Source: an optimization exercise on an open RTL-to-GDS flow (aim: small area, a short achievable clock period and few clock cycles per item). Production flows keep margins and buffers that such runs may drop. At most, simulation tests tie the RTL to the original design; equivalence was not proved. No functional check of the RTL was part of runs 1 to 4. Power figures rest on the tool's default switching activity, not on a simulated workload.

===== design/flow/design.v =====
package bap_pkg;
   localparam logic [7:0] NameLimitReset = 8'd30;
   localparam int QueueDepth = 2;
   typedef enum logic [1:0] {PH_LEN, PH_TYPE, PH_DATA, PH_STOP} phase_type;
   localparam logic [4:0] K_FLAGS = 5'd0, K_UUID16 = 5'd1, K_UUID32 = 5'd2,
      K_U128LO = 5'd3, K_U128HI = 5'd4, K_SNAME = 5'd5, K_NAME = 5'd6,
      K_TXPWR = 5'd7, K_CLASS = 5'd8, K_DEVID = 5'd9, K_APPEAR = 5'd10,
      K_COMPANY = 5'd11, K_MANUF = 5'd12, K_HASH = 5'd13, K_RAND = 5'd14,
      K_UNKNOWN = 5'd15, K_BLKEND = 5'd16;
   localparam logic [3:0] C_NONE = 4'd0, C_FLAGS = 4'd1, C_TXPWR = 4'd2, C_UUID16 = 4'd3,
      C_UUID32 = 4'd4, C_U128 = 4'd5, C_SNAME = 4'd6, C_NAME = 4'd7, C_CLASS = 4'd8,
      C_HASH = 4'd9, C_RAND = 4'd10, C_DEVID = 4'd11, C_APPEAR = 4'd12, C_MANUF = 4'd13;
   typedef struct packed {
      logic       rec_valid;
      logic [3:0] kind;
      logic       half;
      logic [7:0] lo;
      logic [3:0] mask;      
      logic       end_valid;
      logic [1:0] end_status;
      logic [6:0] num;
   } entry_type;
   localparam int EntryBits = 28;
   function automatic logic type_is_known(input logic [7:0] t);
      type_is_known = (t >= 8'h01 && t <= 8'h0A) || (t >= 8'h0D && t <= 8'h10) ||
             (t >= 8'h14 && t <= 8'h19) || (t >= 8'h1F && t <= 8'h21) ||
             (t == 8'hFF);
   endfunction
   function automatic logic [3:0] type_class(input logic [7:0] t);
      case (t)
         8'h01: type_class = C_FLAGS;
         8'h0A: type_class = C_TXPWR;
         8'h02, 8'h03: type_class = C_UUID16;
         8'h04, 8'h05: type_class = C_UUID32;
         8'h06, 8'h07: type_class = C_U128;
         8'h08: type_class = C_SNAME;
         8'h09: type_class = C_NAME;
         8'h0D: type_class = C_CLASS;
         8'h0E: type_class = C_HASH;
         8'h0F: type_class = C_RAND;
         8'h10: type_class = C_DEVID;
         8'h19: type_class = C_APPEAR;
         8'hFF: type_class = C_MANUF;
         default: type_class = C_NONE;
      endcase
   endfunction
endpackage
module bap_front (
   input  logic               clock,
   input  logic               reset,
   input  logic               req_valid,
   output logic               req_stall,
   input  logic [16:0]        req_data,
   output logic               csr_ready,
   input  logic [7:0]         name_limit,
   input  logic               full,
   input  logic               wide_pend,
   output logic               push,
   output logic               wide_push,
   output bap_pkg::entry_type ent,
   output logic [63:0]        acc
);
   logic       in_v, in_first, in_lz, in_l1, in_bz, in_dneg, in_known, in_pre, in_nm;
   logic [7:0] in_b, in_lm1, in_d;
   logic [3:0] in_cls;
   bap_pkg::phase_type phase_ff;
   logic [7:0] offs_ff, rem_ff, pos_ff;
   logic [6:0] cnt_ff;
   logic [1:0] stat_ff;
   logic [3:0] cls_ff;
   logic nz_ff, drec_ff, nmn_ff;
   logic go, accept, wstall, name_ok;
   function automatic logic [2:0] lane_of(input logic [3:0] c, input logic [7:0] ps);
      if (c == bap_pkg::C_UUID16) lane_of = {2'b00, ps[0]};
      else if (c == bap_pkg::C_UUID32) lane_of = {1'b0, ps[1:0]};
      else lane_of = ps[2:0];
   endfunction
   function automatic logic keep_of(input logic [3:0] c, input logic [7:0] ps);
      case (c)
         bap_pkg::C_UUID16, bap_pkg::C_UUID32, bap_pkg::C_U128: keep_of = 1'b1;
         bap_pkg::C_CLASS, bap_pkg::C_HASH, bap_pkg::C_RAND, bap_pkg::C_DEVID:
            keep_of = (ps[7:4] == 4'd0);
         bap_pkg::C_APPEAR, bap_pkg::C_MANUF: keep_of = (ps[7:1] == 7'd0);
         default: keep_of = 1'b0;
      endcase
   endfunction
   logic [2:0] lane;
   logic kw;
   assign lane = lane_of(cls_ff, pos_ff);
   assign kw = keep_of(cls_ff, pos_ff);
   assign wstall = wide_pend && !in_first && nz_ff;
   assign go = in_v && !full && !wstall;
   assign req_stall = in_v && !go;
   assign accept = req_valid && !req_stall;
   assign csr_ready = !in_v;
   assign name_ok = (pos_ff < name_limit);
   logic [8:0] dfull;
   assign dfull = {1'b0, req_data[8:1]} - 9'd1 - {1'b0, req_data[16:9]};
   always_ff @(posedge clock) begin
      if (reset) in_v <= 1'b0;
      else if (accept) in_v <= 1'b1;
      else if (go) in_v <= 1'b0;
   end
   always_ff @(posedge clock) begin
      if (accept) begin
         in_first <= req_data[0];
         in_b <= req_data[16:9];
         in_lm1 <= req_data[8:1] - 8'd1;
         in_lz <= (req_data[8:1] == 8'd0);
         in_l1 <= (req_data[8:1] == 8'd1);
         in_bz <= (req_data[16:9] == 8'd0);
         in_d <= dfull[7:0];
         in_dneg <= dfull[8];
         in_known <= bap_pkg::type_is_known(req_data[16:9]);
         in_cls <= bap_pkg::type_class(req_data[16:9]);
         in_pre <= !in_v;
         in_nm <= name_ok;
      end
   end
   bap_pkg::phase_type ph;
   logic [7:0] rem, ps;
   logic [6:0] cn, cm1;
   logic [1:0] st;
   logic [3:0] cls;
   logic       act, endb, nm, stop2, is_name, rec, wide, half, drec_n, nmn_n;
   logic [3:0] kind, mask;
   always_comb begin
      act = !in_lz && (in_first || offs_ff <= in_lm1);
      endb = !in_lz && (in_first ? in_l1 : (offs_ff == in_lm1));
      stop2 = in_dneg || (!in_first && offs_ff > in_d);
      nm = in_pre ? in_nm : nmn_ff;
      is_name = (cls_ff == bap_pkg::C_SNAME) || (cls_ff == bap_pkg::C_NAME);
      ph = in_first ? bap_pkg::PH_LEN : phase_ff;
      cn = in_first ? 7'd0 : cnt_ff;
      cm1 = cnt_ff - 7'd1;
      rem = rem_ff;
      ps = pos_ff;
      st = stat_ff;
      cls = cls_ff;
      rec = 1'b0;
      kind = 4'(bap_pkg::K_UNKNOWN);
      wide = 1'b0;
      half = 1'b0;
      drec_n = 1'b0;
      nmn_n = 1'b0;
      case (ph)
         bap_pkg::PH_LEN: begin
            if (in_bz) begin
               ph = bap_pkg::PH_STOP; st = 2'd1;
            end else if (stop2) begin
               ph = bap_pkg::PH_STOP; st = 2'd2;
            end else begin
               cn = cn + 7'd1;
               rem = in_b; ph = bap_pkg::PH_TYPE;
            end
         end
         bap_pkg::PH_TYPE: begin
            ps = 8'd0;
            rem = rem_ff - 8'd1;
            cls = in_cls;
            if ((in_cls == bap_pkg::C_HASH || in_cls == bap_pkg::C_RAND) && rem_ff < 8'd17)
               cls = bap_pkg::C_NONE;
            rec = !in_known;
            ph = (rem_ff != 8'd1) ? bap_pkg::PH_DATA : bap_pkg::PH_LEN;
            drec_n = (in_cls == bap_pkg::C_FLAGS) || (in_cls == bap_pkg::C_TXPWR);
            nmn_n = (name_limit != 8'd0);
         end
         bap_pkg::PH_DATA: begin
            rec = drec_ff || (is_name && nm);
            case (cls_ff)
               bap_pkg::C_FLAGS: kind = 4'(bap_pkg::K_FLAGS);
               bap_pkg::C_TXPWR: kind = 4'(bap_pkg::K_TXPWR);
               bap_pkg::C_UUID16: begin kind = 4'(bap_pkg::K_UUID16); wide = 1'b1; end
               bap_pkg::C_UUID32: begin kind = 4'(bap_pkg::K_UUID32); wide = 1'b1; end
               bap_pkg::C_U128: begin
                  kind = pos_ff[3] ? 4'(bap_pkg::K_U128HI) : 4'(bap_pkg::K_U128LO);
                  wide = 1'b1;
               end
               bap_pkg::C_SNAME: kind = 4'(bap_pkg::K_SNAME);
               bap_pkg::C_NAME: kind = 4'(bap_pkg::K_NAME);
               bap_pkg::C_CLASS: begin kind = 4'(bap_pkg::K_CLASS); wide = 1'b1; end
               bap_pkg::C_HASH: begin kind = 4'(bap_pkg::K_HASH); wide = 1'b1; half = pos_ff[3]; end
               bap_pkg::C_RAND: begin kind = 4'(bap_pkg::K_RAND); wide = 1'b1; half = pos_ff[3]; end
               bap_pkg::C_DEVID: begin kind = 4'(bap_pkg::K_DEVID); wide = 1'b1; end
               bap_pkg::C_APPEAR: begin kind = 4'(bap_pkg::K_APPEAR); wide = 1'b1; end
               bap_pkg::C_MANUF: begin
                  wide = (pos_ff[7:1] == 7'd0);
                  kind = wide ? 4'(bap_pkg::K_COMPANY) : 4'(bap_pkg::K_MANUF);
               end
               default: ;
            endcase
            case (cls_ff)
               bap_pkg::C_UUID16: drec_n = !pos_ff[0];
               bap_pkg::C_UUID32: drec_n = (pos_ff[1:0] == 2'd2);
               bap_pkg::C_U128: drec_n = (pos_ff[2:0] == 3'd6) && (pos_ff[3] || rem_ff >= 8'd10);
               bap_pkg::C_CLASS: drec_n = (pos_ff == 8'd1);
               bap_pkg::C_HASH, bap_pkg::C_RAND: drec_n = (pos_ff == 8'd6) || (pos_ff == 8'd14);
               bap_pkg::C_DEVID: drec_n = (pos_ff == 8'd6);
               bap_pkg::C_APPEAR: drec_n = (pos_ff == 8'd0);
               bap_pkg::C_MANUF: drec_n = 1'b1;
               default: drec_n = 1'b0;
            endcase
            nmn_n = ({1'b0, pos_ff} + 9'd1 < {1'b0, name_limit});
            ps = pos_ff + 8'd1;
            rem = rem_ff - 8'd1;
            if (rem_ff == 8'd1) ph = bap_pkg::PH_LEN;
         end
         default: ;
      endcase
      if (!act) rec = 1'b0;
      mask[0] = rec && wide;
      mask[1] = rec && wide && (cls_ff == bap_pkg::C_UUID32 || cls_ff == bap_pkg::C_U128 ||
                        cls_ff == bap_pkg::C_CLASS || cls_ff == bap_pkg::C_HASH ||
                        cls_ff == bap_pkg::C_RAND || cls_ff == bap_pkg::C_DEVID);
      mask[2] = rec && wide && (cls_ff == bap_pkg::C_UUID32 || cls_ff == bap_pkg::C_U128 ||
                        cls_ff == bap_pkg::C_HASH || cls_ff == bap_pkg::C_RAND ||
                        cls_ff == bap_pkg::C_DEVID);
      mask[3] = rec && wide && (cls_ff == bap_pkg::C_U128 || cls_ff == bap_pkg::C_HASH ||
                        cls_ff == bap_pkg::C_RAND || cls_ff == bap_pkg::C_DEVID);
      ent.rec_valid = rec;
      ent.kind = kind;
      ent.half = half;
      ent.lo = wide ? acc[7:0] : in_b;
      ent.mask = mask;
      ent.end_valid = endb;
      ent.end_status = (ph == bap_pkg::PH_STOP) ? st :
                       ((ph == bap_pkg::PH_LEN) ? 2'd0 : 2'd2);
      ent.num = rec ? cm1 : cn;
   end
   assign push = go && (rec || endb);
   assign wide_push = go && rec && wide;
   always_ff @(posedge clock) begin
      if (reset) begin
         phase_ff <= bap_pkg::PH_LEN; offs_ff <= '0; cnt_ff <= '0; nz_ff <= 1'b0;
      end else if (go) begin
         if (act) begin
            phase_ff <= ph; offs_ff <= (in_first ? 8'd0 : offs_ff) + 8'd1; cnt_ff <= cn;
            nz_ff <= (ph == bap_pkg::PH_DATA) && keep_of(cls, ps) && (lane_of(cls, ps) != 3'd0);
         end else if (in_first) begin
            phase_ff <= bap_pkg::PH_LEN; offs_ff <= '0; cnt_ff <= '0; nz_ff <= 1'b0;
         end
      end
   end
   always_ff @(posedge clock) begin
      if (go && act) begin
         rem_ff <= rem; pos_ff <= ps; stat_ff <= st; cls_ff <= cls;
         drec_ff <= drec_n; nmn_ff <= nmn_n;
      end
   end
   logic in_data;
   assign in_data = !in_first && (phase_ff == bap_pkg::PH_DATA);
   for (genvar k = 0; k < 8; k++) begin : g_acc
      always_ff @(posedge clock) begin
         if (go && in_data && kw && lane == 3'(k)) acc[8*k +: 8] <= in_b;
      end
   end
endmodule
module bap_back (
   input  logic               clock,
   input  logic               reset,
   input  logic               push,
   input  logic               wide_push,
   input  bap_pkg::entry_type ent,
   input  logic [63:0]        acc,
   output logic               full,
   output logic               wide_pend,
   output logic               rsp_valid,
   input  logic               rsp_stall,
   output logic [78:0]        rsp_data
);
   localparam int D = bap_pkg::QueueDepth;
   logic [D-1:0][bap_pkg::EntryBits-1:0] q_ff;
   logic [D-1:0] occ_ff;            
   logic pop, take, rec, wide_take;
   bap_pkg::entry_type h, h_next;
   logic [63:0] val;
   assign h = q_ff[0];
   assign full = occ_ff[D-1];
   assign rsp_valid = occ_ff[0];
   assign rec = h.rec_valid;
   assign take = occ_ff[0] && !rsp_stall;
   assign pop = take && !(h.rec_valid && h.end_valid);
   assign wide_take = take && h.mask[0];
   always_comb begin
      h_next = h;
      h_next.rec_valid = 1'b0;
      h_next.mask = '0;
      h_next.num = h.num + 7'd1;
   end
   always_comb begin
      val[7:0] = rec ? h.lo : {1'b0, h.num};
      val[15:8] = acc[15:8] & {8{h.mask[0]}};
      val[23:16] = acc[23:16] & {8{h.mask[1]}};
      val[31:24] = acc[31:24] & {8{h.mask[2]}};
      val[63:32] = acc[63:32] & {32{h.mask[3]}};
      rsp_data = {!rec, rec ? h.kind : 4'd0, val, rec && h.half, rec ? h.num : 7'd0,
                  rec ? 2'd0 : h.end_status};
   end
   always_ff @(posedge clock) begin
      if (reset) begin
         occ_ff <= '0; wide_pend <= 1'b0;
      end else begin
         if (push && !pop) occ_ff <= {occ_ff[D-2:0], 1'b1};
         else if (pop && !push) occ_ff <= {1'b0, occ_ff[D-1:1]};
         wide_pend <= wide_push || (wide_pend && !wide_take);
      end
   end
   logic [D-1:0] wr_here;
   always_comb begin
      for (int i = 0; i < D; i++) begin
         if (pop) wr_here[i] = (i + 1 < D) ? occ_ff[i] && !occ_ff[(i + 1) % D] : occ_ff[i];
         else wr_here[i] = (i == 0) ? !occ_ff[0] : occ_ff[(i + D - 1) % D] && !occ_ff[i];
      end
   end
   always_ff @(posedge clock) begin
      for (int i = 0; i < D; i++) begin
         if (wr_here[i]) q_ff[i] <= ent;
         else if (pop) begin
            if (i + 1 < D) q_ff[i] <= q_ff[(i + 1) % D];
         end else if (i == 0 && take) q_ff[0] <= h_next;
      end
   end
endmodule
module ble_ad_structure_parser (
   input  logic             clock,
   input  logic             reset,
   input  logic             req_valid,
   output logic             req_stall,
   input  logic [16:0]      req_data,    
   output logic             rsp_valid,
   input  logic             rsp_stall,
   output logic [78:0]      rsp_data,    
   input  logic             csr_valid,
   output logic             csr_ready,
   input  logic [7:0]       csr_data
);
   logic [7:0] limit_ff;
   logic full, push, wide_push, wide_pend;
   bap_pkg::entry_type ent;
   logic [63:0] acc;
   always_ff @(posedge clock) begin
      if (reset) limit_ff <= bap_pkg::NameLimitReset;
      else if (csr_valid && csr_ready) limit_ff <= csr_data;
   end
   bap_front u_front (.clock(clock), .reset(reset), .req_valid(req_valid),
                      .req_stall(req_stall), .req_data(req_data), .csr_ready(csr_ready),
                      .name_limit(limit_ff), .full(full), .wide_pend(wide_pend),
                      .push(push), .wide_push(wide_push), .ent(ent), .acc(acc));
   bap_back u_back (.clock(clock), .reset(reset), .push(push), .wide_push(wide_push),
                    .ent(ent), .acc(acc), .full(full), .wide_pend(wide_pend),
                    .rsp_valid(rsp_valid), .rsp_stall(rsp_stall), .rsp_data(rsp_data));
endmodule

===== design/flow/run.sh =====
#!/bin/bash
# synth_recipe.tcl (not shown) runs the flow's synth.tcl, then flattens the netlist and writes it again
# the make line also repeats each setting of config.mk as NAME=value (left out here)
make -C /OpenROAD-flow-scripts/flow DESIGN_CONFIG=/design/flow/config.mk WORK_HOME=/design/flow/orfs CLKGATE_MAP_FILE= SYNTH_SCRIPT=/design/flow/synth_recipe.tcl finish

===== design/flow/config.mk =====
export PLATFORM = sky130hd
export DESIGN_NAME = ble_ad_structure_parser
export DESIGN_NICKNAME = ble_ad_structure_parser
export VERILOG_FILES = /design/flow/design.v
export SDC_FILE = /design/flow/constraint.sdc
export NUM_CORES = 4
export LEC_CHECK = 0
export CAP_MARGIN = 20
export CORE_MARGIN = 2
export CORE_UTILIZATION = 40
export SETUP_SLACK_MARGIN = 3.0
export SLEW_MARGIN = 20

===== design/flow/constraint.sdc =====
create_clock -name core_clock -period 5.5 [get_ports {clock}]
set_input_delay 1.1000 -clock core_clock [delete_from_list [all_inputs] [get_ports {clock}]]
set_output_delay 1.1000 -clock core_clock [all_outputs]
set_load 0.01 [all_outputs]

==> results of run 1 <==
synth_stat cells (all sizes together), types with 4 or more instances:
cell type  instances
edfxtp           180
nand2             84
nor2              84
and2              76
a21oi             61
inv               59
ha                56
o21ai             50
clkbuf            43
dfxtp             30
nor3              30
nand3             26
a22o              20
xor2              19
mux2              18
nor2b             18
a31oi             14
xnor2             14
and3              13
a22oi             11
buf               10
mux2i              9
nand4              9
nand2b             8
o211ai             8
a211o              7
nor4               7
o31ai              7
a21o               6
or3                6
a221oi             5
and4               5
o221ai             5
o22ai              5
or4b               5
a221o              4
a2bb2oi            4
sequential cells by signal, summed over array words and instances (netlist names), 7 cells and up:
register / flops
u_front.in_lm1: 8
limit_ff: 8
u_front.cnt_ff: 7
u_front.offs_ff: 8
u_front.acc: 64
u_front.pos_ff: 8
u_front.in_d: 8
u_front.in_b: 8
u_front.rem_ff: 8
u_back.q_ff: 56
layout make-up:
type,instances,area [um^2]
clock inverter,12,82.6
fill,2413,12400
inverter,59,268
timing repair buffer,232,2390
clock buffer,32,652
sequential,210,6020
tap,378,473
multi-input combinational,740,5670
where the power goes:
group	switching [mW]	total, mW	internal, mW
combinational	0.249	0.453	0.204
sequential	0.0550	1.84	1.79
clock	0.633	1.51	0.875
cells by family after synthesis:
family                     Yosys count  synth area share
muxes                               27            0.0257
DFF                                210             0.526
adders and majority gates           57            0.0632
buffers and inverters              112            0.0410
AOI/OAI and AO/OA                  234             0.142
xor gates and xnor gates            33            0.0253
and+or+nand+nor                    388             0.177
through the flow:
step                setup slack [ns]  power (mW)
global route                    2.52        3.94
finish                          2.67        3.80
detailed placement              2.10        2.25
global placement                2.15        2.24
floorplan                       2.83        2.12
CTS                             2.72        3.80
per-layer routing:
metal  vias to the layer above  wire, um
li1                       4335         -
met5                         -         0
met3                        47      1520
met4                         0       613
met2                       261     14100
met1                      4271     13800
what timing repair did:
item / 4_1_cts / 5_1_grt
gates resized for setup: 473 / 174
pin swaps: 29 / 28
buffers inserted: 77 / 31
setup endpoints to repair: 270 / 226
cloned: 5 / 1
worst reg2reg max path, stage by stage (launching register included):
cell	delay, ns
edfxtp_1	0.43
buf_12	0.16
inv_12	0.07
nand2_8	0.07
ha_4	0.33
clkinvlp_4	0.16
a221oi_2	0.34
inv_1	0.12
o41ai_2	0.29
or4b_1	0.45
and3_1	0.16
o31ai_2	0.17
how the worst max path moves through the flow:
stage	startpoint	endpoint	slack, ns
after floorplan	u_front.in_first$_DFFE_PP_	u_front.nz_ff$_SDFFE_PP0P_	2.83
after global placement	req_data[9]	u_front.in_d[6]$_DFFE_PP_	2.15
after detailed placement	u_front.in_first$_DFFE_PP_	u_front.nz_ff$_SDFFE_PP0P_	2.10
after CTS	u_front.in_first$_DFFE_PP_	u_front.nz_ff$_SDFFE_PP0P_	2.72
after global routing	u_front.in_first$_DFFE_PP_	u_front.nz_ff$_SDFFE_PP0P_	2.52
final	u_front.in_first$_DFFE_PP_	u_front.nz_ff$_SDFFE_PP0P_	2.67
==> metrics.md, run 1 <==
| Metric | Value |
|---|---|
| Initial Utilization | 0.408 |
| Port Buffers | 111 |
| Die height | 173 um |
| DP HPWL | 19100 um |
| Worst-path maximum fanout | 6 |
| Initial DRC count | 676 |
| Most common cell after layout, fill and taps aside | edfxtp_1 |
| RSZ-0062 raised after global routing | true |
| H-tree level count | 1 |
| Largest cells by area after synthesis | edfxtp_1 (47%), ha_1 (6.1%), dfxtp_1 (5.3%) |
| ANT cells | 0 |
| Post-layout net count | 1354 |
| Synth-to-Final Area Change | 36.4% |
| GP Congestion | 0.843 |
| Maximum clock rate | 354 MHz |
| Wire length per cell | 18.1 um |
| Worst Path Required | 5.93 ns |
| Fin crit period | 2.83 ns |
| Top FF cell, synth | edfxtp_1 |
| Worst hold path cell count | 2 |
| CTS clk-pin slew, worst paths | 0.06 ns |
| Dpl cell area | 13000 um^2 |
| Synth top area share | 0.474 |
| Final Setup Violations | 0 |
| DR DRC count | 0 |
| Gate Count Post-Synth | 1061 |
| Remaining global-route overflow | 0 |
| Post-Syn Area per Cell | 10.8 um^2 |
| Crit. path cell count | 11 |
| DRT antenna net count | 0 |
| Clock Latency Late Sink | 0.52 ns |
| Largest area contributor in the netlist | edfxtp_1 |
| WP buf/inv | 4 |
| Tot GR Track Use | 0.191 |
| Endpoint class of the critical path | flop |
| Hold path start | u_front.nz_ff$_SDFFE_PP0P_ |
| Worst slew pin tran | 0.974 ns |
| Most frequent cells in the layout | edfxtp_1 (180), buf_6 (121), nand2_1 (77) |
| Routing usage on met3 | 0.0244 |
| Initial antenna violation count | 0 |
| YS warnings | 3 |
| Clock root buffer | clkbuf_16 |
| CP peak stage delay | 0.45 ns |
| Delay-heaviest family, CP | compound AO/OA/AOI/OAI gates |
| Pin count of the biggest net entering global routing | 37 |
| Async set or reset register ratio after synthesis | 0 |
| Vias in the first global route | 8387 |
| GRT Max-Usage Layer | met2 |
| Reg2reg start | u_front.in_first$_DFFE_PP_ |
| Synth unique cells | 89 |
| Core outline area | 27900 um^2 |
| Worst IR Drop VDD | 196 uV |
| Drt first pass iters | 7 |
| DRT Wirelength | 30000 um |
| Seq cells post-synth | 210 |
| Max-cap violations | 0 |
| R2R cell count | 11 |
| TritonCTS sink count | 210 |
| Hold WC Path Type | reg2reg |
| Post-route cell area | 15600 um^2 |
| Total clock buffers created by CTS | 24 |
| EDFF count, synth | 180 |
| PwrDens | 244 nW/um^2 |
| FF-to-FF End | u_front.nz_ff$_SDFFE_PP0P_ |
| Crit Path Class | reg2reg |
| DR vias/cell | 5.36 |
| Worst Path Arrival | 3.26 ns |
| Placed Cells | 1505 |
| R2R setup slack | 2.67 ns |
| Setup TNS | 0 ns |
| Post-Syn Nets | 1148 |
| First-pass GRT wire length | 46300 um |
| Met1 GRT Util | 0.268 |
| Die Width | 173 um |
| Clock buffer depth | 3 |
| Clock skew | 0.0106 ns |
| Final Hold Viols | 0 |
| Rows | 61 |
| Max-slew violation count | 0 |
| Sequential fraction of the synthesis area | 0.526 |
| Routed via count | 8914 |
| Ratio of cells with drive above 1 in the final layout | 0.335 |
| Hold slack | 0.526 ns |
| Die area | 29900 um^2 |
| Status | timing/DRC/antenna clean |
| Cell Count, Final, Fillers Out | 1663 |
| CTS tree | yes |
| # hold bufs at CTS | 0 |
| Worst path cell trace | buf_12 > inv_12 > nand2_8 > ha_4 > clkinvlp_4 > a221oi_2 > inv_1 > o41ai_2 > or4b_1 > and3_1 > o31ai_2 |
| Final Util | 0.557 |
| CP Launch Type | flop |
| Slew headroom | 0.350 |
| Met2 Track Usage GR | 0.314 |
| Mapped Area | 11400 um^2 |
| Static Leak | 6.08 nW |
| Final worst path period share | 0.514 |
| CP max stage cell | or4b_1 |
| I/O pin count | 112 |
| Hold EP | u_front.nz_ff$_SDFFE_PP0P_ |
==> run 2, diff against run 1 <==
--- a/design/flow/config.mk
+++ b/design/flow/config.mk
@@ -8,5 +8,5 @@
 export CAP_MARGIN = 20
 export CORE_MARGIN = 2
 export CORE_UTILIZATION = 40
-export SETUP_SLACK_MARGIN = 3.0
+export SETUP_SLACK_MARGIN = 2.5
 export SLEW_MARGIN = 20
==> metrics.md, run 2 <==
| Metric | Value |
|---|---|
| Core outline area | 27900 um^2 (unchanged) |
| GP Congestion | 0.857 (+1.6%) |
| ANT cells | 0 (unchanged) |
| Worst slew pin tran | 0.964 ns (-0.00966 ns) |
| Most frequent cells in the layout | edfxtp_1 (180), clkdlybuf4s50_1 (99), nor2_1 (80) |
| Slew headroom | 0.356 (+0.00645) |
| Switch share | 0.239 (-0.00735) |
| R2R setup slack | 2.59 ns (-0.08 ns) |
| DRT Wirelength | 27300 um (-9.1%) |
| H-tree level count | 1 (unchanged) |
| Synth unique cells | 89 (unchanged) |
| Post-Syn Nets | 1148 (unchanged) |
| Placed Cells | 1507 (+0.13%) |
| DRT antenna net count | 0 (unchanged) |
| # hold bufs at CTS | 0 (unchanged) |
| Cell Count, Final, Fillers Out | 1594 (-4.1%) |
| First-pass GRT wire length | 43400 um (-6.4%) |
| Async set or reset register ratio after synthesis | 0 (unchanged) |
| Rows | 61 (unchanged) |
| Crit. path cell count | 3 (-8) |
| Ratio of cells with drive above 1 in the final layout | 0.125 (-0.210) |
| Largest cells by area after synthesis | edfxtp_1 (47%), ha_1 (6.1%), dfxtp_1 (5.3%) |
| Wire length per cell | 17.1 um (-5.2%) |
| TritonCTS sink count | 210 (unchanged) |
| Met1 GRT Util | 0.252 (-0.0159) |
| Largest area contributor in the netlist | edfxtp_1 |
| Max-cap violations | 0 (unchanged) |
| Initial DRC count | 776 (+15%) |
| YS warnings | 3 (unchanged) |
| Initial antenna violation count | 0 (unchanged) |
| Die Width | 173 um (unchanged) |
| Routing usage on met3 | 0.0235 (-0.000880) |
| Reg2reg start | u_front.in_first$_DFFE_PP_ |
| Fill cell count | 2528 (+4.8%) |
| Tot GR Track Use | 0.178 (-0.0131) |
| Die height | 173 um (unchanged) |
| Worst Setup SP | u_back.q_ff[27]$_DFFE_PP_ |
| Sequential fraction of the synthesis area | 0.526 (unchanged) |
| CP Launch Type | flop |
| RSZ-0062 raised after global routing | true |
| Post-layout power | 3.73 mW (-1.9%) |
| Worst path cell trace | buf_12 > mux2_2 > clkdlybuf4s50_1 |
| Status | timing/DRC/antenna clean |
| Fin crit period | 2.95 ns (+0.117 ns) |
| Max-slew violation count | 0 (unchanged) |
| Final Util | 0.510 (-0.0475) |
| Worst Path Required | 4.40 ns (-1.53 ns) |
| Clk network pwr share | 0.396 (about the same) |
| WP buf/inv | 2 (-2) |
| EDFF count, synth | 180 (unchanged) |
| Setup TNS | 0 ns (unchanged) |
| Clock buffer depth | 3 (unchanged) |
| Worst Path Arrival | 1.85 ns (-1.41 ns) |
| P_int | 2.84 mW (-0.96%) |
| Remaining global-route overflow | 0 (unchanged) |
| Synth top area share | 0.474 (unchanged) |
| FF-to-FF End | u_back.q_ff[6]$_DFFE_PP_ |
| Most flops, register | u_front.acc |
| DP HPWL | 18500 um (-3.1%) |
| Drt first pass iters | 6 (-1) |
| Endpoint class of the critical path | output port |
| Worst-path maximum fanout | 10 (+4) |
| Most common cell after layout, fill and taps aside | edfxtp_1 |
| Die area | 29900 um^2 (unchanged) |
| CTS clk-pin slew, worst paths | 0.06 ns (about the same) |
| Initial Utilization | 0.408 (unchanged) |
| Gate Count Post-Synth | 1061 (unchanged) |
| Mapped Area | 11400 um^2 (unchanged) |
| CP peak stage delay | 0.48 ns (+0.03 ns) |
| Most common cell in the netlist | edfxtp_1 |
| Setup ws final | 2.55 ns (-0.117 ns) |
| Routed via count | 8474 (-4.9%) |
| Static Leak | 5.43 nW (-11%) |
| Dpl ws | 1.61 ns (-0.493 ns) |
| GRT Max-Usage Layer | met2 |
| Maximum clock rate | 339 MHz (-4.0%) |
| Final Setup Violations | 0 (unchanged) |
| Worst IR Drop VDD | 224 uV (+15%) |
| Sequential share of power | 0.494 (+0.010) |
| Met2 Track Usage GR | 0.290 (-0.0240) |
| Total clock buffers created by CTS | 23 (-4.2%) |
| DR vias/cell | 5.32 (-0.82%) |
| PwrDens | 262 nW/um^2 (+7.2%) |
| DR DRC count | 0 (unchanged) |
| Clock skew | 0.0132 ns (+0.00264 ns) |
| Post-Syn Area per Cell | 10.8 um^2 (unchanged) |
| Vias in the first global route | 8063 (-3.9%) |
| R2R cell count | 13 (+2) |
| Top FF cell, synth | edfxtp_1 |
| Clock root buffer | clkbuf_16 |
| Delay-heaviest family, CP | buffers and inverters |
| Clock Latency Late Sink | 0.51 ns (about the same) |
| Pin count of the biggest net entering global routing | 37 (unchanged) |
| Final worst path period share | 0.536 (+0.0213) |
| I/O pin count | 112 (unchanged) |
| CTS tree | yes |
| Top Registers | u_front.acc x64, u_back.q_ff x56 |
| Final Hold Viols | 0 (unchanged) |
| Area of the multi-input gates | 5130 um^2 (-9.6%) |
| Post-layout net count | 1286 (-5.0%) |
| Hold WC Path Type | reg2reg |
| Combinational Power Share | 0.110 (-0.009) |
| P_sw | 0.891 mW (-4.8%) |
| Termination of the worst setup path | rsp_data[10] |
| Register area | 6010 um^2 (-0.21%) |
| Number of flip-flops in the largest register | 64 (unchanged) |
| CP max stage cell | clkdlybuf4s50_1 |
| Synth-to-Final Area Change | 24.8% |
| Crit Path Class | reg2out |
| Seq cells post-synth | 210 (unchanged) |
| Commonest cells post-synth | edfxtp_1 (180), nand2_1 (83), nor2_1 (83), and2_1 (76), a21oi_1 (61) |
| Port Buffers | 111 (unchanged) |
run 2: logic make-up after synthesis:
kind of cell	after synthesis	synth area share
flops	210	0.526
compound gates	234	0.142
xor+xnor	33	0.0253
fa+ha+maj	57	0.0632
mux	27	0.0257
simple gates	388	0.177
buf+inv	112	0.0410
run 2: cell type report:
type | instances | share of cell area
sequential | 210 | 0.422
multi-input combinational | 740 | 0.360
timing repair buffer | 165 | 0.117
clock buffer | 30 | 0.0423
tap | 378 | 0.0332
inverter | 59 | 0.0177
clock inverter | 12 | 0.00773
run 2: worst register-to-register path, cell delays in order, from the launching register on:
cell	delay, ns
edfxtp_1	0.43
buf_12	0.17
inv_16	0.07
nand2_8	0.07
ha_4	0.30
buf_12	0.11
clkinvlp_4	0.19
buf_4	0.20
a21oi_2	0.19
nand2_2	0.14
clkinv_4	0.14
nor3_2	0.08
a221o_1	0.35
a22o_1	0.23
run 2: power groups by stage:
stage / Clock, mW / Combinational [mW] / Sequential (mW)
floorplan: 0 / 0.255 / 1.85
global placement: 0 / 0.345 / 1.88
detailed placement: 0 / 0.351 / 1.88
CTS: 1.51 / 0.384 / 1.85
global route: 1.58 / 0.456 / 1.85
finish: 1.48 / 0.410 / 1.84
run 2: repair_timing:
item / CTS / global route
pin swaps: 5 / 9
cloned: 3 / 0
gates resized for setup: 34 / 37
buffers inserted: 22 / 20
setup endpoints to repair: 155 / 70
run 2: worst min path at each step:
stage	start	endpoint	slack, ns	depth (start not counted)
after floorplan	u_front.phase_ff[1]$_SDFFE_PP0P_	u_front.phase_ff[1]$_SDFFE_PP0P_	0.43	2
after global placement	u_front.phase_ff[1]$_SDFFE_PP0P_	u_front.phase_ff[1]$_SDFFE_PP0P_	0.45	2
after detailed placement	u_front.phase_ff[1]$_SDFFE_PP0P_	u_front.phase_ff[1]$_SDFFE_PP0P_	0.45	2
after CTS	u_front.phase_ff[1]$_SDFFE_PP0P_	u_front.phase_ff[1]$_SDFFE_PP0P_	0.49	2
after global routing	u_back.q_ff[45]$_DFFE_PP_	u_back.q_ff[17]$_DFFE_PP_	0.56	1
final	u_back.wide_pend$_SDFF_PP0_	u_back.wide_pend$_SDFF_PP0_	0.52	2
run 2: per-stage QoR:
stage,hold slack (ns),area [um^2]
after global placement,0.451,12800
after floorplan,0.434,11400
after CTS,0.494,13900
final,0.521,14200
after global routing,0.556,14200
after detailed placement,0.448,12800
run 2: routing by layer:
metal / share of wire / wire (um)
met1: 0.47 / 12900
met2: 0.46 / 12500
met3: 0.051 / 1400
met4: 0.017 / 473
met5: 0 / 0
==> run 3, diff against run 2 <==
--- a/design/flow/config.mk
+++ b/design/flow/config.mk
@@ -5,6 +5,7 @@
 export SDC_FILE = /design/flow/constraint.sdc
 export NUM_CORES = 4
 export LEC_CHECK = 0
+export ABC_CLOCK_PERIOD_IN_PS = 2600
 export CAP_MARGIN = 20
 export CORE_MARGIN = 2
 export CORE_UTILIZATION = 40
==> metrics.md, run 3 <==
| Metric | Value |
|---|---|
| Synth-to-Final Area Change | 24.8% (unchanged) |
| Pin count of the biggest net entering global routing | 37 (unchanged) |
| Status | timing/DRC/antenna clean |
| Crit Path Class | reg2out |
| Area of the multi-input gates | 5130 um^2 (unchanged) |
| Sequential fraction of the synthesis area | 0.526 (unchanged) |
| Most flops, register | u_front.acc |
| Clock skew | 0.0132 ns (unchanged) |
| Remaining global-route overflow | 0 (unchanged) |
| DRT antenna net count | 0 (unchanged) |
| GP Congestion | 0.857 (unchanged) |
| Total clock buffers created by CTS | 23 (unchanged) |
| Clock root buffer | clkbuf_16 |
| Worst-path maximum fanout | 10 (unchanged) |
| Async set or reset register ratio after synthesis | 0 (unchanged) |
| ANT cells | 0 (unchanged) |
| Fin crit period | 2.95 ns (unchanged) |
| FF-to-FF End | u_back.q_ff[6]$_DFFE_PP_ |
| Met1 GRT Util | 0.252 (unchanged) |
| Top FF cell, synth | edfxtp_1 |
| Synth unique cells | 89 (unchanged) |
| TritonCTS sink count | 210 (unchanged) |
| RSZ-0062 raised after global routing | true |
| Clock Latency Late Sink | 0.51 ns (about the same) |
| Core outline area | 27900 um^2 (unchanged) |
| Worst Path Required | 4.40 ns (about the same) |
| Setup TNS | 0 ns (unchanged) |
| CTS clk-pin slew, worst paths | 0.06 ns (about the same) |
| Die height | 173 um (unchanged) |
| WP buf/inv | 2 (unchanged) |
| PwrDens | 262 nW/um^2 (unchanged) |
| Routing usage on met3 | 0.0235 (unchanged) |
| Most frequent cells in the layout | edfxtp_1 (180), clkdlybuf4s50_1 (99), nor2_1 (80) |
| Rows | 61 (unchanged) |
| Largest area contributor in the netlist | edfxtp_1 |
| Top Registers | u_front.acc x64, u_back.q_ff x56 |
| Hold EP | u_back.wide_pend$_SDFF_PP0_ |
| Post-route cell area | 14200 um^2 (unchanged) |
| EDFF count, synth | 180 (unchanged) |
| Vias in the first global route | 8063 (unchanged) |
| Worst path cell trace | buf_12 > mux2_2 > clkdlybuf4s50_1 |
| Met2 Track Usage GR | 0.290 (unchanged) |
| Port Buffers | 111 (unchanged) |
| CP Launch Type | flop |
| DR vias/cell | 5.32 (unchanged) |
| Hold WC Path Type | reg2reg |
| Reg2reg start | u_front.in_first$_DFFE_PP_ |
| Fill cell count | 2528 (unchanged) |
| Final Hold Viols | 0 (unchanged) |
| Mapped Area | 11400 um^2 (unchanged) |
| Slew headroom | 0.356 (unchanged) |
| DP HPWL | 18500 um (unchanged) |
| YS warnings | 3 (unchanged) |
| Endpoint class of the critical path | output port |
| Worst Path Arrival | 1.85 ns (about the same) |
| R2R cell count | 13 (unchanged) |
| Worst IR Drop VDD | 224 uV (unchanged) |
| Synth top area share | 0.474 (unchanged) |
| Wire length per cell | 17.1 um (unchanged) |
| Largest cells by area after synthesis | edfxtp_1 (47%), ha_1 (6.1%), dfxtp_1 (5.3%) |
| Most common cell after layout, fill and taps aside | edfxtp_1 |
| H-tree level count | 1 (unchanged) |
| Drt first pass iters | 6 (unchanged) |
| GRT Max-Usage Layer | met2 |
| Delay-heaviest family, CP | buffers and inverters |
| Final worst path period share | 0.536 (unchanged) |
| Tot GR Track Use | 0.178 (unchanged) |
| Post-layout net count | 1286 (unchanged) |
| Max-slew violation count | 0 (unchanged) |
| Die Width | 173 um (unchanged) |
| First-pass GRT wire length | 43400 um (unchanged) |
| CTS tree | yes |
| DRT Wirelength | 27300 um (unchanged) |
| Initial Utilization | 0.408 (unchanged) |
| Gate Count Post-Synth | 1061 (unchanged) |
| Final Setup Violations | 0 (unchanged) |
| Number of flip-flops in the largest register | 64 (unchanged) |
| Worst hold path cell count | 2 (unchanged) |
| Static Leak | 5.43 nW (unchanged) |
| Initial DRC count | 776 (unchanged) |
| Max-cap violations | 0 (unchanged) |
| Commonest cells post-synth | edfxtp_1 (180), nand2_1 (83), nor2_1 (83), and2_1 (76), a21oi_1 (61) |
| Clock buffer depth | 3 (unchanged) |
| Maximum clock rate | 339 MHz (unchanged) |
| Die area | 29900 um^2 (unchanged) |
| R2R setup slack | 2.59 ns (about the same) |
| Ratio of cells with drive above 1 in the final layout | 0.125 (unchanged) |
| Routed via count | 8474 (unchanged) |
| I/O pin count | 112 (unchanged) |
| Register area | 6010 um^2 (unchanged) |
| Post-Syn Area per Cell | 10.8 um^2 (unchanged) |
| DR DRC count | 0 (unchanged) |
| Dpl cell area | 12800 um^2 (unchanged) |
| Hold path start | u_back.wide_pend$_SDFF_PP0_ |
| Worst slew pin tran | 0.964 ns (unchanged) |
| Initial antenna violation count | 0 (unchanged) |
| CP max stage cell | clkdlybuf4s50_1 |
| Most common cell in the netlist | edfxtp_1 |
| CP peak stage delay | 0.48 ns (about the same) |
| Seq cells post-synth | 210 (unchanged) |
| Post-Syn Nets | 1148 (unchanged) |
[run 3: final cells by class]
cell class | instances | area share
timing repair buffer | 165 | 0.117
inverter | 59 | 0.0177
tap | 378 | 0.0332
clock inverter | 12 | 0.00773
clock buffer | 30 | 0.0423
multi-input combinational | 740 | 0.360
sequential | 210 | 0.422
[run 3: cell families after synthesis]
logic type               after synthesis  share of synthesized area
multiplexers                          27                     0.0257
XOR/XNOR                              33                     0.0253
flip-flops                           210                      0.526
AO/OA/AOI/OAI                        234                      0.142
adder cells (fa/ha/maj)               57                     0.0632
AND/OR/NAND/NOR                      388                      0.177
buffers and inverters                112                     0.0410
[run 3: what timing repair did]
action | CTS | global route
setup buffers | 22 | 20
gates cloned | 3 | 0
setup endpoints to repair | 155 | 70
hold buffers | 0 | 0
pin swaps | 5 | 9
gates resized for setup | 34 | 37
[run 3: routing by layer]
metal,part of all wire,vias to the layer above
met1,0.47,4013
li1,-,4194
met3,0.051,34
met2,0.46,233
met4,0.017,0
met5,0,-
[run 3: where the power goes]
group | internal [mW] | switching [mW] | leakage [nW] | total [mW]
combinational | 0.187 | 0.223 | 3.14 | 0.410
clock | 0.864 | 0.614 | 0.346 | 1.48
sequential | 1.79 | 0.0546 | 1.94 | 1.84
total | 2.84 | 0.891 | 5.43 | 3.73
[run 3: metrics by stage]
step                      setup WS [ns]  instances  utilization  power, mW  hold WS [ns]
after global placement             1.65       1507        0.460       2.22         0.451
after detailed placement           1.61       1507        0.460       2.23         0.448
after global routing               2.44       1594        0.510       3.89         0.556
after floorplan                    2.56       1061            -       2.10         0.434
final                              2.55       1594        0.510       3.73         0.521
after CTS                          2.40       1574        0.499       3.74         0.494
[run 3: worst max path at each step]
stage / startpoint / end / depth (start not counted)
3_3_place_gp: rsp_stall / u_back.q_ff[40]$_DFFE_PP_ / 6
5_1_grt: u_front.in_first$_DFFE_PP_ / u_back.q_ff[6]$_DFFE_PP_ / 13
2_1_floorplan: req_data[10] / u_front.in_d[6]$_DFFE_PP_ / 9
6_report: u_back.q_ff[27]$_DFFE_PP_ / rsp_data[10] / 3
3_5_place_dp: rsp_stall / u_back.q_ff[42]$_DFFE_PP_ / 6
4_1_cts: u_front.in_first$_DFFE_PP_ / u_back.q_ff[6]$_DFFE_PP_ / 12
[run 3: worst min-delay path, delay by kind of cell, from the launching register on]
kind             cells  cell delay [ns]
AO/OA/AOI/OAI        1             0.07
flip-flops           1             0.34
AND/OR/NAND/NOR      1             0.08
==> run 4, diff against run 3 <==
--- a/design/flow/config.mk
+++ b/design/flow/config.mk
@@ -5,7 +5,7 @@
 export SDC_FILE = /design/flow/constraint.sdc
 export NUM_CORES = 4
 export LEC_CHECK = 0
-export ABC_CLOCK_PERIOD_IN_PS = 2600
+export ABC_AREA = 1
 export CAP_MARGIN = 20
 export CORE_MARGIN = 2
 export CORE_UTILIZATION = 40
==> metrics.md, run 4 <==
| Metric | Value |
|---|---|
| Status | timing/DRC/antenna clean |
| Port Buffers | 111 (unchanged) |
| Total clock buffers created by CTS | 24 (+4.3%) |
| Tot GR Track Use | 0.182 (+0.00425) |
| Core outline area | 28500 um^2 (+2.2%) |
| Top FF cell, synth | edfxtp_1 |
| Synth unique cells | 56 (-37%) |
| Cell Count, Final, Fillers Out | 1839 (+15%) |
| Max-cap violations | 0 (unchanged) |
| First-pass GRT wire length | 44600 um (+2.9%) |
| Vias in the first global route | 8542 (+5.9%) |
| DP HPWL | 19900 um (+7.2%) |
| DRT antenna net count | 0 (unchanged) |
| R2R setup slack | 2.71 ns (+0.12 ns) |
| Wire length per cell | 15.0 um (-12%) |
| Worst-path maximum fanout | 11 (+1) |
| Routed via count | 8942 (+5.5%) |
| YS warnings | 3 (unchanged) |
| Synth-to-Final Area Change | 23.6% |
| Top Registers | u_front.acc x64, u_back.q_ff x56 |
| Initial antenna violation count | 0 (unchanged) |
| Final worst path period share | 0.530 (-0.00549) |
| Clock root buffer | clkbuf_16 |
| Final Hold Viols | 0 (unchanged) |
| Setup TNS | 0 ns (unchanged) |
| DR DRC count | 0 (unchanged) |
| Hold EP | u_front.phase_ff[0]$_SDFFE_PP0P_ |
| Mapped Area | 11500 um^2 (+1.1%) |
| Worst slew pin tran | 0.950 ns (-0.0134 ns) |
| Reg2reg start | u_front.in_first$_DFFE_PP_ |
| Most flops, register | u_front.acc |
| ANT cells | 0 (unchanged) |
| Clock buffer depth | 3 (unchanged) |
| Final Setup Violations | 0 (unchanged) |
| Most frequent cells in the layout | nand2_1 (343), inv_1 (216), edfxtp_1 (180) |
| Largest area contributor in the netlist | edfxtp_1 |
| Async set or reset register ratio after synthesis | 0 (unchanged) |
| DRT Wirelength | 27600 um (+1.0%) |
| Fin crit period | 2.92 ns (-0.0302 ns) |
| Hold WC Path Type | reg2reg |
| Commonest cells post-synth | nand2_1 (345), inv_1 (219), edfxtp_1 (180), nor2_1 (105), nand3_1 (66) |
| Drt first pass iters | 5 (-1) |
| Hold path start | u_front.phase_ff[0]$_SDFFE_PP0P_ |
| Gate Count Post-Synth | 1304 (+23%) |
| I/O pin count | 112 (unchanged) |
| Clock skew | 0.0145 ns (+0.00125 ns) |
| GP Congestion | 0.855 (-0.19%) |
| CP Launch Type | flop |
| EDFF count, synth | 180 (unchanged) |
| Placed Cells | 1773 (+18%) |
| Pin count of the biggest net entering global routing | 37 (unchanged) |
| Worst hold path cell count | 2 (unchanged) |
| Die area | 30200 um^2 (+1.0%) |
| Synth top area share | 0.469 (-0.00494) |
| Clock Latency Late Sink | 0.52 ns (about the same) |
| H-tree level count | 1 (unchanged) |
| Remaining global-route overflow | 0 (unchanged) |
| Max-slew violation count | 0 (unchanged) |
| # hold bufs at CTS | 0 (unchanged) |
| Number of flip-flops in the largest register | 64 (unchanged) |
| Endpoint class of the critical path | output port |
| Most common cell in the netlist | nand2_1 |
| CTS tree | yes |
| R2R cell count | 12 (-1) |
| Ratio of cells with drive above 1 in the final layout | 0.0825 (-0.0425) |
| Initial DRC count | 634 (-18%) |
| TritonCTS sink count | 210 (unchanged) |
| Post-Syn Nets | 1391 (+21%) |
| Initial Utilization | 0.404 (-0.00456) |
| Largest cells by area after synthesis | edfxtp_1 (47%), nand2_1 (11%), inv_1 (7.1%) |
| Die Width | 174 um (+0.51%) |
| Post-Syn Area per Cell | 8.84 um^2 (-18%) |
| Rows | 62 (+1.6%) |
| Seq cells post-synth | 210 (unchanged) |
| Worst Path Arrival | 1.82 ns (-0.03 ns) |
| Die height | 174 um (+0.51%) |
| Static Leak | 6.41 nW (+18%) |
| Crit Path Class | reg2out |
| FF-to-FF End | u_back.occ_ff[0]$_SDFFE_PP0P_ |
| Final Util | 0.499 (-0.0106) |
| Slew headroom | 0.365 (+0.00878) |
| Post-layout net count | 1524 (+19%) |
| PwrDens | 298 nW/um^2 (+14%) |
| CTS clk-pin slew, worst paths | 0.06 ns (about the same) |
| Most common cell after layout, fill and taps aside | nand2_1 |
| Sequential fraction of the synthesis area | 0.521 (-0.00549) |
| Worst IR Drop VDD | 193 uV (-14%) |
| Maximum clock rate | 343 MHz (+1.0%) |
| DR vias/cell | 4.86 (-8.5%) |
| RSZ-0062 raised after global routing | true |
| Worst Path Required | 4.40 ns (about the same) |
## run 4: cell types whose count changed in the layout (fill, tap and decap cells not counted), moves of 18 or more
cell,before,now
nand2_1,79,343
nor3_1,27,7
nor2_1,80,98
buf_4,44,22
nand3_1,25,66
o21ai_0,28,55
inv_1,45,216
and2_1,76,5
## run 4: repair_timing
| action | in CTS | in global routing |
|---|---|---|
| gates cloned | 1 | 0 |
| gates resized for setup | 18 | 17 |
| pin swaps | 1 | 1 |
| setup buffers | 10 | 11 |
| endpoints found under the setup margin | 189 | 69 |
## run 4: area by class of cell
class / instances / area [um^2]
inverters: 229 / 876
multi-input cells: 833 / 4610
repair inverters: 1 / 5.00
flip-flops and latches: 210 / 6010
clock inverters: 17 / 265
repair buffers: 138 / 1370
clock buffers: 27 / 633
fillers: 2669 / 14300
well taps: 384 / 480
## run 4: how the worst max path moves through the flow
stage	start	to	slack, ns
6_report	u_front.in_first$_DFFE_PP_	req_stall	2.58
5_1_grt	u_front.pos_ff[5]$_DFFE_PP_	u_front.acc[5]$_DFFE_PP_	2.48
4_1_cts	u_back.occ_ff[1]$_SDFFE_PP0P_	req_stall	2.20
3_5_place_dp	rsp_stall	u_back.q_ff[30]$_DFFE_PP_	1.41
3_3_place_gp	rsp_stall	u_back.q_ff[32]$_DFFE_PP_	1.49
2_1_floorplan	rsp_stall	u_back.q_ff[28]$_DFFE_PP_	2.54
## run 4: cells by family after synthesis
logic type | synth area share
simple gates | 0.214
buf+inv | 0.0872
flops | 0.521
compound gates | 0.0893
fa+ha+maj | 0.0625
xor+xnor | 0.0236
mux | 0.00195
## run 4: per-stage QoR
stage | total power, mW | setup WS, ns | hold slack (ns) | instance area (um^2)
2_1_floorplan | 2.25 | 2.54 | 0.440 | 11500
3_3_place_gp | 2.45 | 1.49 | 0.453 | 13000
3_5_place_dp | 2.46 | 1.41 | 0.457 | 13000
6_report | 4.25 | 2.58 | 0.465 | 14200
4_1_cts | 4.29 | 2.20 | 0.466 | 14100
5_1_grt | 4.43 | 2.48 | 0.495 | 14200
## run 4: worst max-delay path: stages, from the launching register on
cell and delay [ns]:
edfxtp_1 0.45, inv_4 0.15, nand3_1 0.13, nand3_4 0.10
clkinvlp_4 0.13, nor2_4 0.16, dlymetal6s2s_1 0.18
## run 4: where the power goes
| part | switching [mW] | total (mW) | internal [mW] | leakage [nW] |
|---|---|---|---|---|
| logic | 0.334 | 0.545 | 0.211 | 4.03 |
| clock network | 0.644 | 1.80 | 1.15 | 0.424 |
| registers | 0.0668 | 1.90 | 1.84 | 1.96 |
| total | 1.05 | 4.25 | 3.20 | 6.41 |
## run 4: layer usage
metal / up-vias / global-route usage / share of wire
met4: 0 / 0.0459 / 0.016
li1: 4560 / - / -
met3: 36 / 0.0248 / 0.051
met2: 218 / 0.306 / 0.47
met1: 4128 / 0.249 / 0.46
met5: - / 0 / 0
==> run 5, diff against run 4 <==
--- a/design/flow/design.v
+++ b/design/flow/design.v
@@ -122,7 +122,7 @@
    logic [6:0] cn, cm1;
    logic [1:0] st;
    logic [3:0] cls;
-   logic       act, endb, nm, stop2, is_name, rec, wide, half, drec_n, nmn_n;
+   logic       act, endb, nm, stop2, is_name, rec, wide, half, drec_n, nmn_n, nz_n;
    logic [3:0] kind, mask;
    always_comb begin
       act = !in_lz && (in_first || offs_ff <= in_lm1);
@@ -143,6 +143,7 @@
       half = 1'b0;
       drec_n = 1'b0;
       nmn_n = 1'b0;
+      nz_n = 1'b0;
       case (ph)
          bap_pkg::PH_LEN: begin
             if (in_bz) begin
@@ -201,6 +202,16 @@
                default: drec_n = 1'b0;
             endcase
             nmn_n = ({1'b0, pos_ff} + 9'd1 < {1'b0, name_limit});
+            case (cls_ff)
+               bap_pkg::C_UUID16: nz_n = !pos_ff[0];
+               bap_pkg::C_UUID32: nz_n = (pos_ff[1:0] != 2'd3);
+               bap_pkg::C_U128: nz_n = (pos_ff[2:0] != 3'd7);
+               bap_pkg::C_CLASS, bap_pkg::C_HASH, bap_pkg::C_RAND, bap_pkg::C_DEVID:
+                  nz_n = (pos_ff < 8'd15) && (pos_ff[2:0] != 3'd7);
+               bap_pkg::C_APPEAR, bap_pkg::C_MANUF: nz_n = (pos_ff == 8'd0);
+               default: nz_n = 1'b0;
+            endcase
+            if (rem_ff == 8'd1) nz_n = 1'b0;
             ps = pos_ff + 8'd1;
             rem = rem_ff - 8'd1;
             if (rem_ff == 8'd1) ph = bap_pkg::PH_LEN;
@@ -235,7 +246,7 @@
       end else if (go) begin
          if (act) begin
             phase_ff <= ph; offs_ff <= (in_first ? 8'd0 : offs_ff) + 8'd1; cnt_ff <= cn;
-            nz_ff <= (ph == bap_pkg::PH_DATA) && keep_of(cls, ps) && (lane_of(cls, ps) != 3'd0);
+            nz_ff <= nz_n;
          end else if (in_first) begin
             phase_ff <= bap_pkg::PH_LEN; offs_ff <= '0; cnt_ff <= '0; nz_ff <= 1'b0;
          end
--- a/design/flow/config.mk
+++ b/design/flow/config.mk
@@ -5,7 +5,6 @@
 export SDC_FILE = /design/flow/constraint.sdc
 export NUM_CORES = 4
 export LEC_CHECK = 0
-export ABC_AREA = 1
 export CAP_MARGIN = 20
 export CORE_MARGIN = 2
 export CORE_UTILIZATION = 40
==> metrics.md, run 5 <==
| Metric | Value |
|---|---|
| Status | timing/DRC/antenna clean |
| Most flops, register | u_front.acc |
| Worst IR Drop VDD | 165 uV (-15%) |
| DRT Wirelength | 26000 um (-5.8%) |
| Fin crit period | 2.90 ns (-0.0178 ns) |
| YS warnings | 3 (unchanged) |
| Setup TNS | 0 ns (unchanged) |
| Drt first pass iters | 4 (-1) |
| Synth top area share | 0.492 (+0.0231) |
| Core outline area | 27000 um^2 (-5.6%) |
| Post-layout power | 3.66 mW (-14%) |
| Port Buffers | 111 (unchanged) |
| Final Setup Violations | 0 (unchanged) |
| Most common cell after layout, fill and taps aside | edfxtp_1 |
| Die Width | 170 um (-2.3%) |
| PwrDens | 273 nW/um^2 (-8.5%) |
| H-tree level count | 1 (unchanged) |
| Final Hold Viols | 0 (unchanged) |
| Commonest cells post-synth | edfxtp_1 (180), nor2_1 (92), nand2_1 (83), and2_1 (77), inv_1 (58) |
| Clock root buffer | clkbuf_16 |
| TritonCTS sink count | 210 (unchanged) |
| Most frequent cells in the layout | edfxtp_1 (180), clkdlybuf4s50_1 (100), nor2_1 (89) |
| CTS tree | yes |
| Placed Cells | 1419 (-20%) |
| CP Launch Type | flop |
| Rows | 60 (-3.2%) |
| Endpoint class of the critical path | output port |
| ANT cells | 0 (unchanged) |
| Largest cells by area after synthesis | edfxtp_1 (49%), ha_1 (6.5%), dfxtp_1 (5.5%) |
| # hold bufs at CTS | 0 (unchanged) |
| Reg2reg start | u_front.in_first$_DFFE_PP_ |
| Largest area contributor in the netlist | edfxtp_1 |
| DR vias/cell | 5.35 (+9.9%) |
| Final Util | 0.498 (-0.00141) |
| Post-Syn Nets | 1092 (-21%) |
| Routed via count | 7875 (-12%) |
| Worst Path Arrival | 1.80 ns (-0.02 ns) |
| Max-cap violations | 0 (unchanged) |
| Number of flip-flops in the largest register | 64 (unchanged) |
| Post-route cell area | 13400 um^2 (-5.9%) |
| DRT antenna net count | 0 (unchanged) |
| Most common cell in the netlist | edfxtp_1 |
| First-pass GRT wire length | 41300 um (-7.5%) |
| Gate Count Post-Synth | 1004 (-23%) |
| Clock skew | 0.0135 ns (-0.000961 ns) |
| Pin count of the biggest net entering global routing | 37 (unchanged) |
| Async set or reset register ratio after synthesis | 0 (unchanged) |
| DP HPWL | 18100 um (-9.1%) |
| Initial Utilization | 0.408 (+0.00382) |
| RSZ-0062 raised after global routing | true |
| Top FF cell, synth | edfxtp_1 |
| Top Registers | u_front.acc x64, u_back.q_ff x56 |
| CTS clk-pin slew, worst paths | 0.06 ns (about the same) |
| Tot GR Track Use | 0.181 (-0.00132) |
| Post-Syn Area per Cell | 10.9 um^2 (+24%) |
| DR DRC count | 0 (unchanged) |
| Maximum clock rate | 345 MHz (+0.61%) |
| Register area | 6010 um^2 (about the same) |
| Seq cells post-synth | 210 (unchanged) |
| I/O pin count | 112 (unchanged) |
| Post-layout net count | 1203 (-21%) |
| Ratio of cells with drive above 1 in the final layout | 0.0945 (+0.0120) |
| Dpl cell area | 12400 um^2 (-4.7%) |
| Vias in the first global route | 7398 (-13%) |
| Clock buffer depth | 3 (unchanged) |
| Fill cell count | 2418 (-9.4%) |
| Worst Path Required | 4.40 ns (about the same) |
| Worst-path maximum fanout | 9 (-2) |
| Worst Setup SP | u_back.q_ff[10]$_DFFE_PP_ |
| Slew headroom | 0.290 (-0.0753) |
| Area of the multi-input gates | 4670 um^2 (+1.4%) |
| Total clock buffers created by CTS | 24 (unchanged) |
| Static Leak | 5.15 nW (-20%) |
| Mapped Area | 11000 um^2 (-4.7%) |
| Sequential fraction of the synthesis area | 0.547 (+0.0257) |
| Initial DRC count | 564 (-11%) |
| Synth-to-Final Area Change | 22.1% |
| Initial antenna violation count | 0 (unchanged) |
| GP Congestion | 0.859 (+0.42%) |
| Clock Latency Late Sink | 0.52 ns (about the same) |
| Wire length per cell | 17.6 um (+18%) |
| Remaining global-route overflow | 0 (unchanged) |
| Worst slew pin tran | 1.06 ns (+0.113 ns) |
| Cell Count, Final, Fillers Out | 1473 (-20%) |
| EDFF count, synth | 180 (unchanged) |
| Hold path start | u_front.nz_ff$_SDFFE_PP0P_ |
| Die area | 28800 um^2 (-4.6%) |
| Synth unique cells | 77 (+38%) |
| Max-slew violation count | 0 (unchanged) |
| Die height | 170 um (-2.3%) |
| Final worst path period share | 0.527 (-0.00323) |
| Hold WC Path Type | reg2reg |
| Crit Path Class | reg2out |
-- run 5: cell types whose count changed in the layout (fill, tap and decap cells not counted), moves of 9 or more --
cell	before	now
nand2_1	343	79
inv_1	216	58
and2_1	5	77
nand3_1	66	31
o21ai_0	55	33
mux2_2	2	19
xnor2_1	8	24
nor2b_1	0	12
a22o_1	6	17
buf_4	22	13
nand4_1	17	8
nor2_1	98	89
-- run 5: report_power, final --
part	switching (mW)	internal (mW)	total [mW]	leakage [nW]
Sequential	0.0430	1.78	1.82	1.96
Clock	0.639	0.907	1.55	0.366
Combinational	0.163	0.127	0.289	2.82
Total	0.845	2.81	3.66	5.15
-- run 5: metal layers --
| layer | share of wire | up-vias | GRT usage |
|---|---|---|---|
| met2 | 0.45 | 194 | 0.286 |
| li1 | - | 3880 | - |
| met5 | 0 | - | 0 |
| met4 | 0.017 | 0 | 0.0405 |
| met3 | 0.041 | 34 | 0.0201 |
| met1 | 0.49 | 3767 | 0.267 |
-- run 5: cell type report --
class / instances / area share
Tap cell: 341 / 0.0318
Multi-Input combinational cell: 690 / 0.348
Timing Repair Buffer: 128 / 0.0973
Inverter: 61 / 0.0174
Clock inverter: 16 / 0.0108
Sequential cell: 210 / 0.448
Clock buffer: 27 / 0.0464
-- run 5: cells by family (layout without fill, tap and decap cells) --
| family | Yosys count | count (layout) | share of synthesized area |
|---|---|---|---|
| buf+inv | 105 | 232 | 0.0366 |
| compound gates | 199 | 200 | 0.123 |
| flops | 210 | 210 | 0.547 |
| simple gates | 368 | 368 | 0.171 |
| fa+ha+maj | 58 | 58 | 0.0667 |
| xor+xnor | 40 | 40 | 0.0319 |
| mux | 24 | 24 | 0.0240 |
-- run 5: critical path: stages (launching register included) --
cell,delay [ns]
edfxtp_1,0.53
and2_1,0.19
clkdlybuf4s50_1,0.56
-- run 5: path summary, 6_finish.rpt --
check | endpoint | slack (ns) | cells after the start
max | rsp_data[21] | 2.60 | 2
min | u_front.nz_ff$_SDFFE_PP0P_ | 0.49 | 2
max reg2reg | u_front.acc[0]$_DFFE_PP_ | 2.61 | 8
min reg2reg | u_front.nz_ff$_SDFFE_PP0P_ | 0.49 | 2
-- run 5: what timing repair did --
action,CTS,global route
pin swaps,1,3
gates resized for setup,18,26
endpoints found under the setup margin,136,139
gates cloned,1,0
setup buffers,6,4
-- run 5: through the flow --
stage	setup WS (ns)	hold slack [ns]
floorplan	2.61	0.448
global placement	1.78	0.461
finish	2.60	0.489
global route	2.36	0.505
CTS	2.41	0.485
detailed placement	1.76	0.476
Testbench counts of run 5, summed over its fixed seeds: cycles 96,595, bytes 91,371.
==> run 6, diff against run 5 <==
--- a/design/flow/config.mk
+++ b/design/flow/config.mk
@@ -5,6 +5,7 @@
 export SDC_FILE = /design/flow/constraint.sdc
 export NUM_CORES = 4
 export LEC_CHECK = 0
+export ABC_AREA = 1
 export CAP_MARGIN = 20
 export CORE_MARGIN = 2
 export CORE_UTILIZATION = 40
==> metrics.md, run 6 <==
| Metric | Value |
|---|---|
| Status | timing/DRC/antenna clean |
| Setup ws final | 2.55 ns (-0.0481 ns) |
| DR vias/cell | 4.81 (-10%) |
| TritonCTS sink count | 210 (unchanged) |
| Most common cell after layout, fill and taps aside | nand2_1 |
| Final Setup Violations | 0 (unchanged) |
| Initial DRC count | 574 (+1.8%) |
| Static Leak | 6.09 nW (+18%) |
| H-tree level count | 1 (unchanged) |
| Synth top area share | 0.482 (-0.00972) |
| CTS clk-pin slew, worst paths | 0.06 ns (about the same) |
| Wire length per cell | 14.7 um (-16%) |
| Sequential fraction of the synthesis area | 0.536 (-0.0108) |
| Final Hold Viols | 0 (unchanged) |
| CTS tree | yes |
| Clock skew | 0.00476 ns (-0.00876 ns) |
| Max-slew violation count | 0 (unchanged) |
| Routed via count | 8526 (+8.3%) |
| R2R cell count | 13 (+5) |
| Tot GR Track Use | 0.180 (-0.00108) |
| Fill cell count | 2622 (+8.4%) |
| Endpoint class of the critical path | output port |
| Remaining global-route overflow | 0 (unchanged) |
| Initial Utilization | 0.405 (-0.00311) |
| Dpl cell area | 12800 um^2 (+2.7%) |
| Fin crit period | 2.95 ns (+0.0481 ns) |
| Switch share | 0.251 (+0.0199) |
| Post-route cell area | 13700 um^2 (+2.1%) |
| GP Congestion | 0.950 (+11%) |
| P_int | 2.79 mW (-0.72%) |
| ANT cells | 0 (unchanged) |
| Combinational Power Share | 0.131 (+0.052) |
| Post-Syn Nets | 1332 (+22%) |
| Most frequent cells in the layout | nand2_1 (311), inv_1 (213), edfxtp_1 (180) |
| Cell Count, Final, Fillers Out | 1772 (+20%) |
| Post-layout net count | 1466 (+22%) |
| Async set or reset register ratio after synthesis | 0 (unchanged) |
| Worst Setup SP | u_back.q_ff[27]$_DFFE_PP_ |
| Die Width | 171 um (+0.98%) |
| Reg2reg start | u_front.in_first$_DFFE_PP_ |
| Sequential share of power | 0.507 (+0.008) |
| # hold bufs at CTS | 0 (unchanged) |
| Slew headroom | 0.490 (+0.200) |
| Commonest cells post-synth | nand2_1 (313), inv_1 (216), edfxtp_1 (180), nor2_1 (108), ha_1 (57) |
| RSZ-0062 raised after global routing | false |
| Maximum clock rate | 339 MHz (-1.6%) |
| R2R setup slack | 2.75 ns (+0.14 ns) |
| Final Util | 0.494 (-0.00357) |
| Worst IR Drop VDD | 217 uV (+32%) |
| Hold slack | 0.479 ns (-0.0108 ns) |
| Synth unique cells | 45 (-42%) |
| Post-Syn Area per Cell | 9.01 um^2 (-18%) |
| Clock buffer depth | 3 (unchanged) |
| Clock root buffer | clkbuf_16 |
| Placed Cells | 1713 (+21%) |
| Initial antenna violation count | 0 (unchanged) |
| Most flops, register | u_front.acc |
| Worst slew pin tran | 0.762 ns (-0.301 ns) |
| Worst hold path cell count | 2 (unchanged) |
| Top FF cell, synth | edfxtp_1 |
| Port Buffers | 111 (unchanged) |
| Hold EP | u_front.cnt_ff[5]$_SDFFE_PP0P_ |
| Ratio of cells with drive above 1 in the final layout | 0.0725 (-0.0221) |
| Worst Path Arrival | 1.85 ns (+0.05 ns) |
| YS warnings | 3 (unchanged) |
| Clk network pwr share | 0.363 (-0.059) |
| Synth-to-Final Area Change | 22.1% (about the same) |
| Core outline area | 27700 um^2 (+2.8%) |
| Largest cells by area after synthesis | edfxtp_1 (48%), nand2_1 (10%), inv_1 (7.2%) |
| Post-layout power | 3.73 mW (+1.9%) |
| Crit Path Class | reg2out |
| Vias in the first global route | 8094 (+9.4%) |
| FF-to-FF End | u_back.occ_ff[0]$_SDFFE_PP0P_ |
| Pin count of the biggest net entering global routing | 37 (unchanged) |
| Worst Path Required | 4.40 ns (about the same) |
| Worst-path maximum fanout | 15 (+6) |
| DRT antenna net count | 0 (unchanged) |
| Hold path start | u_front.cnt_ff[5]$_SDFFE_PP0P_ |
| First-pass GRT wire length | 41900 um (+1.5%) |
| Die height | 171 um (+0.98%) |
| DRT Wirelength | 26100 um (+0.54%) |
| Drt first pass iters | 5 (+1) |
| Seq cells post-synth | 210 (unchanged) |
| Setup TNS | 0 ns (unchanged) |
| Mapped Area | 11200 um^2 (+2.0%) |
| Hold WC Path Type | reg2reg |
| Max-cap violations | 0 (unchanged) |
| I/O pin count | 112 (unchanged) |
| DP HPWL | 18700 um (+3.7%) |
| CP Launch Type | flop |
| Total clock buffers created by CTS | 22 (-8.3%) |
| Gate Count Post-Synth | 1244 (+24%) |
| Clock Latency Late Sink | 0.50 ns (-0.02 ns) |
| DR DRC count | 0 (unchanged) |
| Final worst path period share | 0.536 (+0.00875) |
| Dpl ws | 1.12 ns (-0.638 ns) |
| Rows | 61 (+1.7%) |
| Top Registers | u_front.acc x64, u_back.q_ff x56 |
| Largest area contributor in the netlist | edfxtp_1 |
| PwrDens | 272 nW/um^2 (-0.14%) |
| EDFF count, synth | 180 (unchanged) |
| Number of flip-flops in the largest register | 64 (unchanged) |
| Most common cell in the netlist | nand2_1 |
| P_sw | 0.935 mW (+11%) |
| Die area | 29400 um^2 (+2.0%) |
==> run 6: routing by layer <==
layer  part of all wire  vias up  track usage
met5                  0        -            0
met4              0.019        0       0.0461
met3              0.052       33       0.0223
met2               0.46      245        0.295
met1               0.46     3894        0.253
li1                   -     4354            -
==> run 6: cells by family (layout without fill, tap and decap cells) <==
family / Yosys count / after routing / share of synthesized area
simple gates: 534 / 534 / 0.205
buf+inv: 251 / 401 / 0.0848
flops: 210 / 210 / 0.536
compound gates: 156 / 156 / 0.0812
fa+ha+maj: 58 / 58 / 0.0654
xor+xnor: 33 / 33 / 0.0258
mux: 2 / 2 / 0.00201
==> run 6: power groups by stage <==
stage | registers [mW] | clock network (mW) | logic [mW]
3_3_place_gp | 1.93 | 0 | 0.446
4_1_cts | 1.89 | 1.39 | 0.486
5_1_grt | 1.90 | 1.45 | 0.551
6_report | 1.89 | 1.35 | 0.487
2_1_floorplan | 1.90 | 0 | 0.291
3_5_place_dp | 1.93 | 0 | 0.454
==> run 6: final cells by class <==
cell class | instances | area, um^2 | share of cell area
repair buffers | 138 | 1370 | 0.0997
clock buffers | 29 | 598 | 0.0437
inverters | 221 | 843 | 0.0616
clock inverters | 11 | 52.6 | 0.00384
repair inverters | 2 | 12.5 | 0.000914
flip-flops and latches | 210 | 6010 | 0.439
multi-input cells | 783 | 4340 | 0.317
well taps | 378 | 473 | 0.0346
==> run 6: critical path, stage by stage (launching register included) <==
cell and delay, ns:
edfxtp_1 0.44, buf_12 0.18, o21ai_0 0.17, clkdlybuf4s50_1 0.56
==> run 6: how the worst max path moves through the flow <==
stage / to / slack [ns] / depth (start not counted)
2_1_floorplan: u_back.q_ff[28]$_DFFE_PP_ / 2.56 / 4
4_1_cts: req_stall / 2.18 / 6
3_5_place_dp: u_back.q_ff[5]$_DFFE_PP_ / 1.12 / 7
5_1_grt: u_front.rem_ff[3]$_DFFE_PP_ / 2.50 / 9
6_report: rsp_data[15] / 2.55 / 3
3_3_place_gp: u_back.q_ff[2]$_DFFE_PP_ / 1.28 / 7
==> run 6: what timing repair did <==
item                                    in CTS  in global routing
endpoints found under the setup margin     258                 62
cloned                                       2                  0
setup buffers                               11                  6
endpoints found under the hold margin        0                  0
resized for setup                           13                 17
pin swaps                                    0                  1

Check on run 6: ideal ports give 2.554 ns setup slack; a clkbuf_16 on the clock port and buf_2 on the inputs give 2.510 ns; moving port delays by the midpoint clock arrival (0.544 ns) as well gives 2.173 ns.
